Background: an optimization exercise with open tools, aiming at small area, a short achievable clock period and few clock cycles per item. Do not read the settings as production practice.
RTL that was checked went through simulation tests only; none was proved equivalent to the original.
No activity file was given, so power comes from the tool's default toggle rates.

==> module hue_chroma_key_alpha_unit, before the edit <==
module hue_chroma_key_alpha_unit (
    input  logic                               aclk,
    input  logic                               aresetn,
    input  logic                               s_tvalid,
    output logic                               s_tready,
    input  logic [hcka_pkg::S_DATA_W-1:0]      s_tdata,    
    output logic                               m_tvalid,
    input  logic                               m_tready,
    output logic [hcka_pkg::M_DATA_W-1:0]      m_tdata,    
    input  logic                               cfg_wr_en,
    input  logic [hcka_pkg::CFG_IDX_W-1:0]     cfg_index,
    input  logic [hcka_pkg::CFG_W-1:0]         cfg_wdata
);
    logic [BQ_W-1:0] lo_q_reg, hi_q_reg;
    logic [8:0]      lo_rb_reg, hi_rb_reg;    
    logic [BQ_W-1:0] wr_q_ge, wr_q_gt;
    logic [BR_W-1:0] wr_r_ge, wr_r_gt;
    logic              rg_neg, rb_neg, gb_neg;
    logic [CH_W-1:0]   delta, t;
    logic                en1, en2;
    logic                v1_reg;
    logic [S_DATA_W-1:0] s1_rgb_reg;
    logic [CH_W-1:0]     s1_delta_reg, s1_t_reg;
    logic                s1_rg_neg_reg, s1_rb_neg_reg, s1_gb_neg_reg;
    logic [5:0]          sext;
    logic [5:0]          lo_gt_mask, lo_eq_mask, hi_lt_mask, hi_eq_mask;
    logic                lo_lt, hi_le;
    logic                lo_in, hi_in;
    logic                key_reg;
    logic [S_DATA_W-1:0] rgb_reg;
    always_comb begin
        wr_q_ge = '0;
        wr_q_gt = '0;
        for (int k = 1; k <= 6; k++) begin
            if (cfg_wdata >= CFG_W'(60 * k)) wr_q_ge = BQ_W'(k);
            if (cfg_wdata >  CFG_W'(60 * k)) wr_q_gt = BQ_W'(k);
        end
    end
    assign wr_r_ge = {cfg_wdata[5:2] + {1'b0, wr_q_ge}, cfg_wdata[1:0]};
    assign wr_r_gt = {cfg_wdata[5:2] + {1'b0, wr_q_gt}, cfg_wdata[1:0]};
    always_ff @(posedge aclk) begin
        if (!aresetn) begin
            lo_q_reg <= LO_Q_RST;
            lo_rb_reg <= booth(LO_R_RST);
            hi_q_reg <= HI_Q_RST;
            hi_rb_reg <= booth(HI_R_RST);
        end else if (cfg_wr_en) begin
            unique case (cfg_index)
                REG_HUE_LOW:  begin lo_q_reg <= wr_q_ge; lo_rb_reg <= booth(wr_r_ge); end
                REG_HUE_HIGH: begin hi_q_reg <= wr_q_gt; hi_rb_reg <= booth(wr_r_gt); end
                default: ;
            endcase
        end
    end
    function automatic logic [8:0] booth(input logic [BR_W-1:0] r);
        logic [6:0] x;
        logic [2:0] one, two, neg;
        x = {r, 1'b0};
        for (int i = 0; i < 3; i++) begin
            one[i] = x[2*i+1] ^ x[2*i];
            two[i] = (x[2*i+2] & !x[2*i+1] & !x[2*i]) | (!x[2*i+2] & x[2*i+1] & x[2*i]);
            neg[i] = x[2*i+2];
        end
        booth = {neg, two, one};
    endfunction
    assign en2      = !m_tvalid || m_tready;
    assign en1      = !v1_reg || en2;
    assign s_tready = en1;
    always_ff @(posedge aclk) begin
        if (!aresetn) begin
            v1_reg   <= 1'b0;
            m_tvalid <= 1'b0;
        end else begin
            if (en1) v1_reg   <= s_tvalid;
            if (en2) m_tvalid <= v1_reg;
        end
    end
    hcka_sector u_sector (
        .red    (s_tdata[7:0]),
        .green  (s_tdata[15:8]),
        .blue   (s_tdata[23:16]),
        .rg_neg (rg_neg),
        .rb_neg (rb_neg),
        .gb_neg (gb_neg),
        .delta  (delta),
        .t      (t)
    );
    always_ff @(posedge aclk) begin
        if (en1) begin
            s1_rgb_reg    <= s_tdata;
            s1_delta_reg  <= delta;
            s1_t_reg      <= t;
            s1_rg_neg_reg <= rg_neg;
            s1_rb_neg_reg <= rb_neg;
            s1_gb_neg_reg <= gb_neg;
        end
    end
    hcka_sext u_sext (
        .rg_neg (s1_rg_neg_reg),
        .rb_neg (s1_rb_neg_reg),
        .gb_neg (s1_gb_neg_reg),
        .sext   (sext)
    );
    always_comb begin
        for (int k = 0; k < 6; k++) begin
            lo_gt_mask[k] = BQ_W'(k) >  lo_q_reg;
            lo_eq_mask[k] = BQ_W'(k) == lo_q_reg;
            hi_lt_mask[k] = BQ_W'(k) <  hi_q_reg;
            hi_eq_mask[k] = BQ_W'(k) == hi_q_reg;
        end
    end
    hcka_cmp_0 u_lo (.one(lo_rb_reg[2:0]), .two(lo_rb_reg[5:3]), .neg(lo_rb_reg[8:6]),
                     .d(s1_delta_reg), .t(s1_t_reg), .y(lo_lt));
    hcka_cmp_1 u_hi (.one(hi_rb_reg[2:0]), .two(hi_rb_reg[5:3]), .neg(hi_rb_reg[8:6]),
                     .d(s1_delta_reg), .t(s1_t_reg), .y(hi_le));
    assign lo_in = |(sext & lo_gt_mask) || (|(sext & lo_eq_mask) && lo_lt);
    assign hi_in = |(sext & hi_lt_mask) || (|(sext & hi_eq_mask) && !hi_le);
    always_ff @(posedge aclk) begin
        if (en2) begin
            key_reg <= lo_in && hi_in;
            rgb_reg <= s1_rgb_reg;
        end
    end
    assign m_tdata = {{CH_W{!key_reg}}, rgb_reg};
endmodule
clock: 6.0 ns
lec_check: 0
abc_area: 1
cap_margin: 20
core_margin: 2
core_utilization: 40
setup_slack_margin: 2.2
slew_margin: 20
standard.sh (not shown) runs the stock make flow with config.mk's settings and CLKGATE_MAP_FILE= SYNTH_SCRIPT=/design/flow/synth_recipe.tcl, a recipe that flattens the netlist after the stock synthesis.
==> flow/flow/run.sh <==
#!/bin/bash
# The standard layout (the standard.sh, unchanged synthesis), with plain buf_1 cells as
# the port buffers in place of the delay buffers that buffer_ports picks by default.
set -euo pipefail
export BUFFER_PORTS_ARGS="-buffer_cell sky130_fd_sc_hd__buf_1"
bash standard.sh finish > standard.log 2>&1
Testbench counts at the start, summed over its fixed seeds: cycles 16,400, items 16,384.
Then changed:
--- a/flow/design.v
+++ b/flow/design.v
@@ -471,6 +471,7 @@
     logic                v1_reg;
     logic [S_DATA_W-1:0] s1_rgb_reg;
     logic [CH_W-1:0]     s1_delta_reg, s1_t_reg;
+    logic [CH_W-1:0]     s1_delta_n_reg;           
     logic                s1_rg_neg_reg, s1_rb_neg_reg, s1_gb_neg_reg;
     logic [5:0]          sext;
     logic [5:0]          lo_gt_mask, lo_eq_mask, hi_lt_mask, hi_eq_mask;
@@ -539,6 +540,7 @@
         if (en1) begin
             s1_rgb_reg    <= s_tdata;
             s1_delta_reg  <= delta;
+            s1_delta_n_reg <= ~delta;
             s1_t_reg      <= t;
             s1_rg_neg_reg <= rg_neg;
             s1_rb_neg_reg <= rb_neg;
@@ -562,7 +564,7 @@
     hcka_cmp_0 u_lo (.one(lo_rb_reg[2:0]), .two(lo_rb_reg[5:3]), .neg(lo_rb_reg[8:6]),
                      .d(s1_delta_reg), .t(s1_t_reg), .y(lo_lt));
     hcka_cmp_1 u_hi (.one(hi_rb_reg[2:0]), .two(hi_rb_reg[5:3]), .neg(hi_rb_reg[8:6]),
-                     .d(s1_delta_reg), .t(s1_t_reg), .y(hi_le));
+                     .d(~s1_delta_n_reg), .t(s1_t_reg), .y(hi_le));
     assign lo_in = |(sext & lo_gt_mask) || (|(sext & lo_eq_mask) && lo_lt);
     assign hi_in = |(sext & hi_lt_mask) || (|(sext & hi_eq_mask) && !hi_le);
     always_ff @(posedge aclk) begin
Combinational power is lower by about 4%. Cell count came out higher by 4.2%. Wire length decreases by 3.1%. Design area went up by 3.9%. Flip-flop and latch count grows by 8. Clock power goes down by about 2%. Global-route usage shrinks by 2.0 points. Non-clock buffer count decreases by 16. Total power falls by 0.46%.
No functional check of the RTL was part of the second run of this note.

-- afterwards: timing with drivers on the ports --
The flow's constraints put no driver on any port. The routed layouts listed below were extracted and timed again, unchanged, in two steps.
Step 1: set_driving_cell puts a clkbuf_16 on aclk and a buf_2 on each other input, an assumption about the parent block.
Step 2 times the ports against the registers' clock, not the clock port: input delays grow and output delays shrink by t, the midpoint of the rising clock arrivals with the driver on.
Slacks: ideal ports / drivers / drivers and shift; pairs: ideal ports / drivers.
run	shift t [ns]	setup WS [ns]	worst slew at a driven data input, ns	cell pins on the clock port's net
the first run	0.396	2.131 / 2.131 / 2.131	0.04	1
the second run	0.392	2.301 / 2.301 / 2.179	0.04	1
After both steps every run listed still meets setup and hold. For the second run, which loses most, drivers alone change the setup slack by 0.000 ns; drivers and shift together by -0.122 ns.
